Background: an optimization exercise with open tools, aiming at small area, a short achievable clock period and few clock cycles. Do not read the settings as production practice.
The RTL was checked by simulation tests, not by an equivalence proof against the original design.
Power is estimated from default activity; no workload was simulated.

File: flow/design.v
package tdu_pkg;
    localparam int TASK_SLOTS_DEF = 16;
    localparam int TIME_W         = 32;
    localparam int DIVISOR_W      = 16;
    localparam int PADDR_W        = 3;
    localparam logic [7:0]  HPL_RESET = 8'd128;
    localparam logic [15:0] TP_RESET  = 16'd10;
    localparam logic REG_HPL = 1'b0;
    localparam logic REG_TP  = 1'b1;
    localparam logic REQ_ADD  = 1'b0;
    localparam logic REQ_TICK = 1'b1;
    typedef struct packed {
        logic              req_type;
        logic [7:0]        task_tag;
        logic [TIME_W-1:0] due_time;
        logic [7:0]        task_priority;
        logic              is_recurring;
        logic [TIME_W-1:0] repeat_interval;
        logic [TIME_W-1:0] current_time;
    } t_req;
    typedef struct packed {
        logic              accepted;
        logic              dispatch_valid;
        logic [7:0]        dispatched_tag;
        logic              last_of_run;
        logic [TIME_W-1:0] next_due;
        logic              queue_empty;
    } t_rsp;
endpackage
module tdu_cmp #(
    parameter int W = 32,
    parameter int S = 8
) (
    input  logic [W-1:0] i_a,
    input  logic [W-1:0] i_b,
    output logic         o_gt,
    output logic         o_eq
);
    localparam int NSG = (W + S - 1) / S;
    logic [NSG*S-1:0] a, b;
    logic [NSG-1:0]   sg, se;
    assign a = (NSG * S)'(i_a);
    assign b = (NSG * S)'(i_b);
    for (genvar k = 0; k < NSG; k++) begin : g_seg
        assign sg[k] = a[k*S +: S] > b[k*S +: S];
        assign se[k] = a[k*S +: S] == b[k*S +: S];
    end
    always_comb begin
        o_gt = 1'b0;
        o_eq = 1'b1;
        for (int k = NSG - 1; k >= 0; k--) begin
            o_gt = o_gt | (o_eq & sg[k]);
            o_eq = o_eq & se[k];
        end
    end
endmodule
module tdu_add #(
    parameter int W = 32
) (
    input  logic [W-1:0] i_a,
    input  logic [W-1:0] i_b,
    input  logic         i_ci,
    output logic [W-1:0] o_s,
    output logic         o_co
);
    localparam int WL = W / 2;
    localparam int WH = W - WL;
    logic [WL:0] lo;
    logic [WH:0] h0, h1;
    assign lo  = {1'b0, i_a[WL-1:0]} + {1'b0, i_b[WL-1:0]} + {{WL{1'b0}}, i_ci};
    assign h0  = {1'b0, i_a[W-1:WL]} + {1'b0, i_b[W-1:WL]};
    assign h1  = {1'b0, i_a[W-1:WL]} + {1'b0, i_b[W-1:WL]} + {{WH{1'b0}}, 1'b1};
    assign o_s  = {lo[WL] ? h1[WH-1:0] : h0[WH-1:0], lo[WL-1:0]};
    assign o_co = lo[WL] ? h1[WH] : h0[WH];
endmodule
module tdu_div #(
    parameter int RD = 2
) (
    input  logic [15:0]     i_rem,      
    input  logic [2*RD-1:0] i_bits,     
    input  logic [15:0]     i_dsr,      
    input  logic [17:0]     i_dsr3,     
    output logic [15:0]     o_rem,
    output logic [2*RD-1:0] o_qbits
);
    logic [15:0] r [RD+1];
    assign r[0] = i_rem;
    for (genvar k = 0; k < RD; k++) begin : g_dig
        logic [17:0] t, m1, m2, m3, s1, s2, s3;
        logic        c1, c2, c3;
        assign t  = {r[k], i_bits[2*(RD-1-k)+1], i_bits[2*(RD-1-k)]};
        assign m1 = {2'b00, i_dsr};
        assign m2 = {1'b0, i_dsr, 1'b0};
        assign m3 = i_dsr3;
        tdu_add #(.W(18)) u_s1 (.i_a(t), .i_b(~m1), .i_ci(1'b1), .o_s(s1), .o_co(c1));
        tdu_add #(.W(18)) u_s2 (.i_a(t), .i_b(~m2), .i_ci(1'b1), .o_s(s2), .o_co(c2));
        tdu_add #(.W(18)) u_s3 (.i_a(t), .i_b(~m3), .i_ci(1'b1), .o_s(s3), .o_co(c3));
        always_comb begin
            if (c3) begin
                o_qbits[2*(RD-1-k) +: 2] = 2'd3;
                r[k+1] = s3[15:0];
            end else if (c2) begin
                o_qbits[2*(RD-1-k) +: 2] = 2'd2;
                r[k+1] = s2[15:0];
            end else if (c1) begin
                o_qbits[2*(RD-1-k) +: 2] = 2'd1;
                r[k+1] = s1[15:0];
            end else begin
                o_qbits[2*(RD-1-k) +: 2] = 2'd0;
                r[k+1] = t[15:0];
            end
        end
    end
    assign o_rem = r[RD];
endmodule
module timed_task_dispatcher_unit #(
    parameter int TASK_SLOTS = tdu_pkg::TASK_SLOTS_DEF
) (
    input  logic                        i_clk,
    input  logic                        i_rst_n,
    input  logic                        i_in_valid,
    output logic                        o_in_ready,
    input  logic [113:0]                i_in_data,
    output logic                        o_out_valid,
    input  logic                        i_out_ready,
    output logic [43:0]                 o_out_data,
    input  logic                        psel,
    input  logic                        penable,
    input  logic                        pwrite,
    input  logic [tdu_pkg::PADDR_W-1:0] paddr,
    input  logic [31:0]                 pwdata,
    output logic [31:0]                 prdata,
    output logic                        pready
);
    localparam int NS = 16;           
    localparam int RD = 2;            
    localparam int G  = 2 * RD;       
    localparam int NB = 8;            
    typedef enum logic [0:0] {S_IDLE, S_RUN} t_state;
    function automatic logic [NS-1:0] lowest(input logic [NS-1:0] m);
        logic [NS-1:0] r;
        logic          f;
        r = '0;
        f = 1'b0;
        for (int i = 0; i < NS; i++) begin
            if (m[i] && !f) begin
                r[i] = 1'b1;
                f    = 1'b1;
            end
        end
        lowest = r;
    endfunction
    function automatic logic [3:0] enc(input logic [NS-1:0] oh);
        logic [3:0] r;
        r = '0;
        for (int i = 0; i < NS; i++) if (oh[i]) r = r | 4'(i);
        enc = r;
    endfunction
    function automatic logic [5:0] bitlen32(input logic [31:0] x);
        logic [5:0] r;
        r = '0;
        for (int i = 0; i < 32; i++) if (x[i]) r = 6'(i + 1);
        bitlen32 = r;
    endfunction
    function automatic logic [4:0] popc(input logic [NS-1:0] x);
        logic [4:0] r;
        r = '0;
        for (int i = 0; i < NS; i++) r = r + 5'(x[i]);
        popc = r;
    endfunction
    t_state               st_q;
    logic [7:0]           hpl_q;
    logic [15:0]          tp_q;
    logic [NS-1:0]        v_q;
    logic [NS-1:0][3:0]   lid_q;
    logic [NS-1:0][7:0]   tag_q;
    logic [NS-1:0][31:0]  due_q;
    logic [NS-1:0][7:0]   pri_q;
    logic [NS-1:0]        rep_q;
    logic [NS-1:0][31:0]  ivl_q;
    logic [NS-1:0]        lu_q;        
    logic [31:0]          t_q;         
    logic [15:0]          d_q;         
    logic [17:0]          d3_q;        
    logic [4:0]           ld_q;        
    logic [NS-1:0]        disp_q;      
    logic [NS-1:0]        todo_q;      
    logic [NS-1:0]        l1_oh_q;     
    logic [4:0]           n_q;         
    logic                 first_q;     
    logic [NS-1:0]        done_q;      
    logic [4:0]           nrk_q;
    logic [NS-1:0][NS-1:0] beat_q;     
    logic [NS-1:0]        sent_q;      
    logic [NS-1:0][31:0]  score_q;
    logic [3:0]           m_q;         
    logic                 l1_v_q;
    logic [31:0]          l1_e_q;
    logic [9:0]           l1_band_q;
    logic [3:0]           l1_lid_q;
    logic [3:0]           l1_idx_q;
    logic [1:0]           dv_v_q;
    logic [1:0][3:0]      dv_cnt_q;
    logic [1:0][15:0]     dv_rem_q;
    logic [1:0][31:0]     dv_x_q;
    logic [1:0][9:0]      dv_band_q;
    logic [1:0][3:0]      dv_lid_q;
    logic [1:0][3:0]      dv_idx_q;
    logic                 a_v_q;
    logic [31:0]          a_q_q;
    logic [9:0]           a_band_q;
    logic [3:0]           a_lid_q;
    logic [3:0]           a_idx_q;
    logic [NS-1:0]        nd_c_q;
    logic [5:0]           nd_ph_q;     
    logic [NS-1:0]        nd_win_q;    
    logic                 nd_v_q;
    logic                 out_v_q;
    logic [43:0]          out_q;
    logic                 pend_q;      
    logic                 pend_acc_q;
    logic                 out_free;
    logic [NS-1:0]        dm;          
    logic [NS-1:0]        wr;          
    logic [NS-1:0]        lid_clr;
    logic                 acc_in, add_fire, tick_fire;
    logic [NS-1:0]        p_free, l_free;
    logic [3:0]           l_free_idx;
    assign out_free   = !out_v_q || i_out_ready;
    assign add_fire   = (st_q == S_IDLE) && !pend_q && i_in_valid && !i_in_data[113];
    assign tick_fire  = (st_q == S_IDLE) && !pend_q && i_in_valid &&  i_in_data[113];
    assign acc_in     = !(&v_q);
    assign p_free     = lowest(~v_q);
    assign l_free     = lowest(~lu_q);
    assign l_free_idx = enc(l_free);
    logic [NS-1:0] gt31, eq31;
    logic [31:0]   cmp_t;           
    assign cmp_t = (st_q == S_IDLE) ? i_in_data[31:0] : t_q;
    for (genvar p = 0; p < NS; p++) begin : g_cmp
        tdu_cmp #(.W(31), .S(8)) u_cmp (.i_a(due_q[p][30:0]), .i_b(cmp_t[30:0]),
                                        .o_gt(gt31[p]), .o_eq(eq31[p]));
    end
    always_comb begin
        lid_clr = '0;
        for (int p = 0; p < NS; p++) begin
            dm[p]   = v_q[p] && (gt31[p] ^ due_q[p][31] ^ ~cmp_t[31]);
            wr[p]   = (due_q[p][31] == cmp_t[31]) ? ~due_q[p][31] : (~gt31[p] && ~eq31[p]);
            if (disp_q[p]) lid_clr[lid_q[p]] = 1'b1;
        end
    end
    logic [NS-1:0] rd_sel;
    logic [31:0]   rd_due, rd_ivl;
    logic [7:0]    rd_pri;
    logic [3:0]    rd_lid;
    logic          rd_rep;
    assign rd_sel = l1_oh_q | nd_win_q;      
    always_comb begin
        rd_due = '0; rd_ivl = '0; rd_pri = '0; rd_lid = '0; rd_rep = 1'b0;
        for (int p = 0; p < NS; p++) begin
            if (rd_sel[p]) begin
                rd_due = rd_due | due_q[p];
                rd_ivl = rd_ivl | ivl_q[p];
                rd_pri = rd_pri | pri_q[p];
                rd_lid = rd_lid | lid_q[p];
                rd_rep = rd_rep | rep_q[p];
            end
        end
    end
    logic        l1_fire;
    logic [9:0]  rd_band;
    assign rd_band = (rd_pri >= hpl_q) ? {rd_pri, 2'b00} : {1'b0, rd_pri, 1'b0};
    logic [5:0]  le, nq;
    logic [3:0]  cnt0;
    logic [15:0] rem0;
    always_comb begin
        le   = bitlen32(l1_e_q);
        nq   = le - {1'b0, ld_q} + 6'd1;
        cnt0 = (le < {1'b0, ld_q}) ? 4'd0 : 4'((nq + 6'(G - 1)) / 6'(G));
        rem0 = 16'(l1_e_q >> (6'(cnt0) * 6'(G)));
    end
    logic [1:0][15:0] dv_rem_n;
    logic [1:0][31:0] dv_xn, dv_res;
    logic [1:0]       dv_req, dv_gnt, dv_load, dv_free;
    for (genvar u = 0; u < 2; u++) begin : g_dv
        logic [G-1:0] qb;
        tdu_div #(.RD(RD)) u_div (
            .i_rem  (dv_rem_q[u]),
            .i_bits (dv_x_q[u][31 -: G]),
            .i_dsr  (d_q),
            .i_dsr3 (d3_q),
            .o_rem  (dv_rem_n[u]),
            .o_qbits(qb)
        );
        assign dv_xn[u]  = {dv_x_q[u][31-G:0], qb};
        assign dv_res[u] = (dv_cnt_q[u] == 4'd0) ? dv_x_q[u] : dv_xn[u];
        assign dv_req[u] = dv_v_q[u] && (dv_cnt_q[u] <= 4'd1);
    end
    logic l1_bypass;        
    assign dv_gnt[0] = dv_req[0];
    assign dv_gnt[1] = dv_req[1] && !dv_req[0];
    assign l1_bypass = l1_v_q && (cnt0 == 4'd0) && (dv_req == 2'b00);
    assign dv_free   = ~dv_v_q | dv_gnt;
    assign dv_load[0] = l1_v_q && (cnt0 != 4'd0) && dv_free[0];
    assign dv_load[1] = l1_v_q && (cnt0 != 4'd0) && !dv_free[0] && dv_free[1];
    logic [31:0] b_sum;
    logic        co_sc;
    tdu_add #(.W(32)) u_score (.i_a(a_q_q), .i_b({22'd0, a_band_q}), .i_ci(1'b0), .o_s(b_sum), .o_co(co_sc));
    logic [NS-1:0] gt;
    for (genvar p = 0; p < NS; p++) begin : g_rk
        logic rg, re;
        tdu_cmp #(.W(36), .S(9)) u_cmp (.i_a({score_q[p], ~lid_q[p]}), .i_b({b_sum, ~a_lid_q}),
                                        .o_gt(rg), .o_eq(re));
        assign gt[p] = done_q[p] && rg;
    end
    logic [NS-1:0] bsel;
    logic [7:0]    b_tag;
    logic          b_rep;
    logic          rank_ready, beat_last, beat_go;
    logic [31:0]   nd_val;
    logic          qe;
    logic [NS-1:0] unsent;
    assign unsent = disp_q & ~sent_q;
    always_comb begin
        b_tag = '0;
        b_rep = 1'b0;
        for (int j = 0; j < NS; j++) begin
            bsel[j] = unsent[j];
            for (int p = 0; p < NS; p++) begin
                if (p < j && unsent[p] &&  beat_q[p][j]) bsel[j] = 1'b0;
                if (p > j && unsent[p] && !beat_q[j][p]) bsel[j] = 1'b0;
            end
        end
        for (int p = 0; p < NS; p++) begin
            if (bsel[p]) begin
                b_tag = b_tag | tag_q[p];
                b_rep = b_rep | rep_q[p];
            end
        end
    end
    assign qe         = (v_q == '0);
    assign nd_val     = qe ? (t_q + {16'd0, d_q}) : rd_due;
    assign n_q        = popc(disp_q);
    assign rank_ready = (st_q == S_RUN) && ((n_q <= 5'd1) ? (todo_q == '0) : (nrk_q == n_q));
    assign beat_last  = (n_q == 5'd0) || ({1'b0, m_q} == n_q - 5'd1);
    assign beat_go    = rank_ready && out_free && (!beat_last || nd_v_q);
    logic [NS-1:0] nd_c_n;
    logic          nd_run;
    logic [NS-1:0] ndc, ndz, ndkb;
    assign nd_run = (st_q == S_RUN) && (todo_q == '0) && !nd_v_q;
    logic [NS-1:0] nd_pf;
    assign nd_pf = ((v_q & ~wr) != '0) ? (v_q & ~wr) : v_q;
    always_comb begin
        ndc = nd_c_q;
        ndz = '0;
        for (int b = 0; b < NB; b++) begin
            for (int p = 0; p < NS; p++)
                ndkb[p] = (nd_ph_q[1] & due_q[p][31 - b]) | (nd_ph_q[2] & due_q[p][23 - b]) |
                          (nd_ph_q[3] & due_q[p][15 - b]) | (nd_ph_q[4] & due_q[p][7 - b]);
            ndz = ndc & ~ndkb;
            if (ndz != '0) ndc = ndz;
        end
        nd_c_n = nd_ph_q[0] ? nd_pf : ndc;
    end
    logic        push;
    logic [43:0] push_d;
    always_comb begin
        push   = 1'b0;
        push_d = '0;
        if (pend_q && out_free) begin
            push   = 1'b1;
            push_d = {pend_acc_q, 1'b0, 8'd0, 1'b1, 32'd0, 1'b0};
        end else if (add_fire && out_free) begin
            push   = 1'b1;
            push_d = {acc_in, 1'b0, 8'd0, 1'b1, 32'd0, 1'b0};
        end else if (beat_go) begin
            push   = 1'b1;
            if (n_q == 5'd0)    push_d = {1'b0, 1'b0, 8'd0, 1'b1, nd_val, qe};
            else if (beat_last) push_d = {1'b0, 1'b1, b_tag, 1'b1, nd_val, qe};
            else                push_d = {1'b0, 1'b1, b_tag, 1'b0, 32'd0, 1'b0};
        end
    end
    logic [31:0] due_wd;
    logic [31:0] rearm_due, l1_e;
    logic        co_rearm, co_el;
    tdu_add #(.W(32)) u_rearm (.i_a(rd_due), .i_b(rd_ivl), .i_ci(1'b0), .o_s(rearm_due), .o_co(co_rearm));
    tdu_add #(.W(32)) u_el    (.i_a(t_q), .i_b(~rd_due), .i_ci(1'b1), .o_s(l1_e), .o_co(co_el));
    assign due_wd  = (st_q == S_IDLE) ? i_in_data[104:73] : rearm_due;
    assign l1_fire = (st_q == S_RUN) && (todo_q != '0) && (!l1_v_q || l1_bypass || (dv_load != 2'b00));
    always_ff @(posedge i_clk) begin
        if (!i_rst_n) begin
            st_q     <= S_IDLE;
            hpl_q    <= tdu_pkg::HPL_RESET;
            tp_q     <= tdu_pkg::TP_RESET;
            v_q      <= '0;
            lu_q     <= '0;
            out_v_q  <= 1'b0;
            pend_q   <= 1'b0;
            l1_v_q   <= 1'b0;
            dv_v_q   <= 1'b0;
            a_v_q    <= 1'b0;
            todo_q   <= '0;
        end else begin
            if (psel && penable && pwrite) begin
                if (paddr[2]) tp_q  <= pwdata[15:0];
                else          hpl_q <= pwdata[7:0];
            end
            if (push)          out_v_q <= 1'b1;
            else if (out_free) out_v_q <= 1'b0;
            if (pend_q && out_free) pend_q <= 1'b0;
            case (st_q)
                S_IDLE: begin
                    if (add_fire) begin
                        if (acc_in) begin
                            v_q  <= v_q | p_free;
                            lu_q <= lu_q | l_free;
                        end
                        if (!out_free) begin
                            pend_q     <= 1'b1;
                            pend_acc_q <= acc_in;
                        end
                    end
                    if (tick_fire) begin
                        st_q   <= S_RUN;
                        todo_q <= dm;
                    end
                end
                S_RUN: begin
                    if (first_q) begin
                        v_q  <= v_q & ~(disp_q & ~rep_q);
                        lu_q <= lu_q & ~lid_clr;
                    end
                    if (l1_fire) todo_q <= todo_q & ~l1_oh_q;
                    if (beat_go) begin
                        if (n_q != 5'd0 && b_rep) lu_q <= lu_q | l_free;
                        if (beat_last) st_q <= S_IDLE;
                    end
                end
                default: st_q <= S_IDLE;
            endcase
            if (l1_fire)                   l1_v_q <= (n_q >= 5'd2);
            else if (l1_bypass || (dv_load != 2'b00)) l1_v_q <= 1'b0;
            for (int u = 0; u < 2; u++) begin
                if (dv_load[u])     dv_v_q[u] <= 1'b1;
                else if (dv_gnt[u]) dv_v_q[u] <= 1'b0;
            end
            a_v_q <= (dv_gnt != 2'b00) || l1_bypass;
        end
    end
    always_ff @(posedge i_clk) begin
        for (int p = 0; p < NS; p++)
            if ((add_fire && acc_in && p_free[p]) || (l1_fire && rd_rep && l1_oh_q[p]))
                due_q[p] <= due_wd;
        if (add_fire && acc_in) begin
            for (int p = 0; p < NS; p++) begin
                if (p_free[p]) begin
                    tag_q[p] <= i_in_data[112:105];
                    pri_q[p] <= i_in_data[72:65];
                    rep_q[p] <= i_in_data[64];
                    ivl_q[p] <= i_in_data[63:32];
                    lid_q[p] <= l_free_idx;
                end
            end
        end
        if (st_q == S_RUN && beat_go && n_q != 5'd0 && b_rep) begin
            for (int p = 0; p < NS; p++)
                if (bsel[p]) lid_q[p] <= l_free_idx;
        end
        if (tick_fire) begin
            t_q  <= i_in_data[31:0];
            d_q  <= (tp_q == 16'd0) ? 16'd1 : tp_q;
            d3_q <= (tp_q == 16'd0) ? 18'd3 : ({2'b00, tp_q} + {1'b0, tp_q, 1'b0});
            ld_q <= (tp_q == 16'd0) ? 5'd1 : 5'(bitlen32({16'd0, tp_q}));
        end
        first_q <= tick_fire;
        if (tick_fire) begin
            disp_q    <= dm;
            l1_oh_q   <= lowest(dm);
            done_q    <= '0;
            nrk_q     <= '0;
            sent_q    <= '0;
            m_q       <= '0;
            nd_v_q    <= 1'b0;
            nd_ph_q   <= 6'b000001;
            nd_win_q  <= '0;
        end else if (l1_fire) begin
            l1_oh_q   <= lowest(todo_q & ~l1_oh_q);
        end
        if (l1_fire) begin
            l1_e_q    <= l1_e;
            l1_band_q <= rd_band;
            l1_lid_q  <= rd_lid;
            l1_idx_q  <= enc(l1_oh_q);
        end
        for (int u = 0; u < 2; u++) begin
            if (dv_load[u]) begin
                dv_cnt_q[u]  <= cnt0;
                dv_rem_q[u]  <= rem0;
                dv_x_q[u]    <= l1_e_q << (6'd32 - 6'(cnt0) * 6'(G));
                dv_band_q[u] <= l1_band_q;
                dv_lid_q[u]  <= l1_lid_q;
                dv_idx_q[u]  <= l1_idx_q;
            end else if (dv_v_q[u] && dv_cnt_q[u] != 4'd0) begin
                dv_cnt_q[u] <= dv_cnt_q[u] - 4'd1;
                dv_rem_q[u] <= dv_rem_n[u];
                dv_x_q[u]   <= dv_xn[u];
            end
        end
        if (dv_gnt[0]) begin
            a_q_q    <= dv_res[0];
            a_band_q <= dv_band_q[0];
            a_lid_q  <= dv_lid_q[0];
            a_idx_q  <= dv_idx_q[0];
        end else if (dv_gnt[1]) begin
            a_q_q    <= dv_res[1];
            a_band_q <= dv_band_q[1];
            a_lid_q  <= dv_lid_q[1];
            a_idx_q  <= dv_idx_q[1];
        end else begin
            a_q_q    <= '0;
            a_band_q <= l1_band_q;
            a_lid_q  <= l1_lid_q;
            a_idx_q  <= l1_idx_q;
        end
        if (a_v_q) begin
            for (int p = 0; p < NS; p++) begin
                if (4'(p) == a_idx_q) begin
                    score_q[p] <= b_sum;
                    done_q[p]  <= 1'b1;
                end
                for (int j = 0; j < NS; j++) begin
                    if (p < j && 4'(j) == a_idx_q && done_q[p]) beat_q[p][j] <= gt[p];
                    if (p < j && 4'(p) == a_idx_q && done_q[j]) beat_q[p][j] <= !gt[j];
                end
            end
            nrk_q <= nrk_q + 5'd1;
        end
        if (beat_go) sent_q <= sent_q | bsel;
        if (nd_run) begin
            if (!nd_ph_q[5]) nd_c_q <= nd_c_n;
            nd_ph_q   <= {nd_ph_q[4:0], 1'b0};
            if (nd_ph_q[5]) begin
                nd_win_q <= lowest(nd_c_q);
                nd_v_q   <= 1'b1;
            end
        end
        if (beat_go) m_q <= m_q + 4'd1;
        if (push)    out_q <= push_d;
    end
    assign o_in_ready  = (st_q == S_IDLE) && !pend_q;
    assign o_out_valid = out_v_q;
    assign o_out_data  = out_q;
    assign pready      = 1'b1;
    assign prdata      = paddr[2] ? {16'd0, tp_q} : {24'd0, hpl_q};
endmodule
File: flow/run.sh
#!/bin/bash
# synth_recipe.tcl (not shown) runs the flow's synth.tcl, then flattens the netlist and writes it again
# the make line also repeats each setting of config.mk as NAME=value (left out here)
make -C /OpenROAD-flow-scripts/flow DESIGN_CONFIG=/design/flow/config.mk WORK_HOME=/design/flow/orfs CLKGATE_MAP_FILE= SYNTH_SCRIPT=/design/flow/synth_recipe.tcl finish
File: flow/config.mk
export PLATFORM = sky130hd
export DESIGN_NAME = timed_task_dispatcher_unit
export DESIGN_NICKNAME = timed_task_dispatcher_unit
export VERILOG_FILES = /design/flow/design.v
export SDC_FILE = /design/flow/constraint.sdc
export NUM_CORES = 4
export LEC_CHECK = 0
export CAP_MARGIN = 20
export CORE_MARGIN = 2
export CORE_UTILIZATION = 58
export CTS_CLUSTER_DIAMETER = 125
export CTS_CLUSTER_SIZE = 19
export SETUP_SLACK_MARGIN = 2.0
export SLEW_MARGIN = 30
File: flow/constraint.sdc
create_clock -name core_clock -period 10.0 [get_ports {i_clk}]
set_input_delay 2.0000 -clock core_clock [delete_from_list [all_inputs] [get_ports {i_clk}]]
set_output_delay 2.0000 -clock core_clock [all_outputs]
set_load 0.01 [all_outputs]
==> impl_metrics.json <==
{
  "clock.fmax_ghz": 0.125,
  "cts_buffer_depth": 3,
  "synthSimpleGateAreaFrac": 0.112,
  "clk_latency_ns": 0.95,
  "port_buffers": 199,
  "grt_pass1_wl_mm": 862,
  "power_density_nw_per_um2": 141,
  "wire_per_inst_um": 37.1,
  "synth_xor_area_frac": 0.0264,
  "hold_path_class": "reg2reg",
  "end_kind": "flop",
  "fin_crit_ns": 8.02,
  "dieHeight_um": 509,
  "holdBufCountCts": 0,
  "finalCritPeriodShare": 0.802,
  "drc": 0,
  "setup_slack_ns": 1.98,
  "rows": 185,
  "grt_setup_unrepaired": "true",
  "cts_made_buffers": 153,
  "clock_skew_ns": 0.130,
  "relSlewSlack": 0.152,
  "setup_viol": 0,
  "clk_pin_slew_ns": 0.09,
  "seq_area_frac_synth": 0.498,
  "clock-sinks": 2534,
  "tightestPinTransition_ns": 1.26,
  "synth_compound_area_frac": 0.173,
  "place_ws_ns": 1.32,
  "fill_cells": 19067,
  "clockRootBuffer": "clkbuf_16",
  "worst_ep_required_time_ns": 10.72,
  "io_pins": 235,
  "crit_fanout": 15,
  "gr-total-overflow": 0,
  "critPathKind": "in2reg",
  "antenna_left": 0,
  "via_per_inst": 7.25,
  "fin_util": 0.641,
  "yosysWarningCount": 5,
  "hpwl_mm": 451,
  "cp.arrival_ns": 8.74,
  "status": "complete, no violations",
  "crit_path_start_kind": "input port",
  "leakage_uw": 0.0608,
  "worst_r2r_path_depth": 28,
  "track_usage": 0.470,
  "synth_edf_count": 2307,
  "whs_path_depth": 2,
  "routed_wl_mm": 628,
  "grt_pass1_vias": 116324,
  "htree_levels": 4,
  "synth_cell_types": 98,
  "final-hold-violation-count": 0,
  "synthMuxAreaShare": 0.0262,
  "stdcell_area_um2": 163000,
  "vias": 122772,
  "drtIter0Drc": 20616,
  "report.final.slew_viol_count": 0,
  "antenna_found_initial": 53,
  "die-area_um2": 259000,
  "place_area_um2": 156000,
  "synth-adder-area-share": 0.133,
  "area_growth_pct": 9.94,
  "grt_max_degree": 80,
  "dieWidth_um": 509,
  "cap_violations": 0,
  "async_flop_share": 0,
  "globalplace.congestion": 1.11,
  "cts_tree": "done",
  "drive_above_1_share": 0.0833,
  "ir_worst_vdd_uv": 164,
  "coreArea_um2": 254000,
  "setup_tns_ns": 0,
  "synth_top_family_by_area": "compound AO/OA/AOI/OAI gates",
  "syn_area_um2": 148000,
  "reg2reg_setup_slack_ns": 2.06,
  "syn_avg_cell_area_um2": 11.3,
  "drt_pass1_iterations": 15,
  "nNetsFinal": 15142,
  "synthCells": 13113,
  "synth_flop_cell": "edfxtp_1",
  "synth_seq_cells": 2534,
  "start_util": 0.583
}
-- final cells by class --
cell class	count	area, µm²	area share
sequential	2534	73800	0.453
multi-input combinational	9417	71400	0.438
timing repair buffer	732	6410	0.0394
tap	3366	4210	0.0259
clock buffer	221	4080	0.0251
inverter	609	2330	0.0143
clock inverter	21	515	0.00317
antenna	31	77.6	0.000476
-- cell usage after synthesis, types with 83 or more instances --
master,n,area share
a21oi_1,691,0.023
and2_1,83,0.0035
nand3_1,354,0.012
a21boi_0,110,0.0056
xor2_1,134,0.0079
ha_1,1497,0.13
a22o_1,403,0.024
nand4_1,296,0.013
nor2b_1,321,0.014
mux2i_1,295,0.020
nor3_1,188,0.0064
o22ai_1,124,0.0052
o21ai_0,700,0.024
o21a_1,133,0.0067
nand2b_1,333,0.014
a21o_1,238,0.012
xnor2_1,312,0.018
nand2_1,835,0.021
o21bai_1,97,0.0049
a221oi_1,295,0.017
inv_1,605,0.015
nor2_1,614,0.016
a22oi_1,442,0.022
a211oi_1,98,0.0050
edfxtp_1,2307,0.47
clkbuf_1,451,0.011
dfxtp_1,227,0.031
-- cell families after synthesis --
| group | Yosys count |
|---|---|
| buffers and inverters | 1183 |
| adder cells (fa/ha/maj) | 1552 |
| multiplexers | 374 |
| XOR/XNOR | 446 |
| AO/OA/AOI/OAI | 3720 |
| AND/OR/NAND/NOR | 3302 |
| other | 2 |
| flip-flops | 2534 |
-- path summary, 6_finish.rpt --
kind,start,to
worst max-delay path,i_in_data[25],l1_oh_q[15]
worst min-delay path,hpl_q[6],hpl_q[6]
worst max register to register,l1_oh_q[6],due_q[282]
worst min register to register,hpl_q[6],hpl_q[6]
-- through the flow --
step                      hold slack, ns  total power [µW]  cells
after global routing               0.490             23400  16905
after global placement             0.453             16000  16498
final                              0.483             23000  16931
after CTS                          0.480             22600  16803
after floorplan                    0.417             14400  13128
after detailed placement           0.467             16100  16513
-- worst max-delay path, stage by stage --
cell	delay, ns
clkdlybuf4s50_1	0.42
mux2i_1	0.62
buf_4	0.43
ha_1	0.20
and4_1	0.30
nand4_1	0.14
nor3_1	0.77
nor3_1	0.35
a31oi_1	0.68
xnor2_1	0.14
and2_1	0.26
nor3_1	0.28
nand2b_1	0.13
or3_1	0.38
or4_1	0.48
or3_1	0.39
or3_1	0.35
nor2_1	0.17
a32o_1	0.19
-- state kept, by name (all words and copies together), names as in the netlist, 18 cells and up --
signal	cells
tag_q	128
score_q	512
ivl_q	512
l1_e_q	32
lid_q	64
t_q	32
dv_rem_q	32
dv_band_q	18
a_q_q	32
beat_q	120
dv_x_q	64
pri_q	128
d3_q	18
out_q	44
due_q	512
-- routing by layer --
layer  GRT usage  wire [µm]  vias up  share of wire
met2       0.683     263000     9925           0.42
li1            -          -    50974              -
met1       0.574     217000    59265           0.35
met3       0.153      83900     2568           0.13
met4       0.378      64200       40           0.10
met5     0.00347        411        -        0.00065
-- repair_timing --
| action | 4_1_cts | 5_1_grt |
|---|---|---|
| gates resized for setup | 46 | 135 |
| setup endpoints to repair | 149 | 809 |
| setup buffers | 45 | 82 |
| cloned | 3 | 9 |
| pin swaps | 8 | 37 |
-- where the power goes --
part | total (µW) | switching [µW] | internal (µW) | leakage, µW
Combinational | 4390 | 2900 | 1480 | 0.0358
Clock | 6710 | 3790 | 2920 | 0.00217
Sequential | 11900 | 194 | 11700 | 0.0229
-- cell usage in the layout, fill, tap and decap left out, drive strengths merged, types with 89 or more instances in the layout --
cell / instances
clkdlybuf4s50: 198
a22oi: 442
nand2: 837
nor3: 189
nand4: 297
and2: 89
a211oi: 99
a21boi: 110
nand2b: 333
mux2i: 295
a22o: 403
clkbuf: 227
a21oi: 691
xnor2: 312
buf: 526
a221oi: 295
inv: 599
nand3: 354
edfxtp: 2307
ha: 1497
nor2b: 321
a21o: 238
o21a: 133
o22ai: 124
o21bai: 97
dfxtp: 227
nor2: 614
xor2: 135
o21ai: 706
Testbench counts, summed over its fixed seeds: cycles 26,332.

-- re-timing with driven ports --
Ports are ideal in the flow. The routed layout listed here was re-timed in OpenROAD. Step 1, drivers: a clkbuf_16 drives i_clk and a buf_2 each remaining input, both assumed. Step 2 times the ports against the registers' clock, not the clock port: input delays grow and output delays shrink by t, the midpoint of the rising clock arrivals with the driver on. a / b / c = no drivers / after step 1 / after step 2; a / b = the first two.
t (ns): 0.986
setup WS [ns]: 1.978 / 2.056 / 1.076
latest minus earliest clock arrival (ns): 0.143 / 0.143
pins driven straight from the clock port: 1
After both steps setup and hold are still met in this run. The setup slack of this run moves by +0.078 ns with the drivers and by -0.902 ns with both steps.
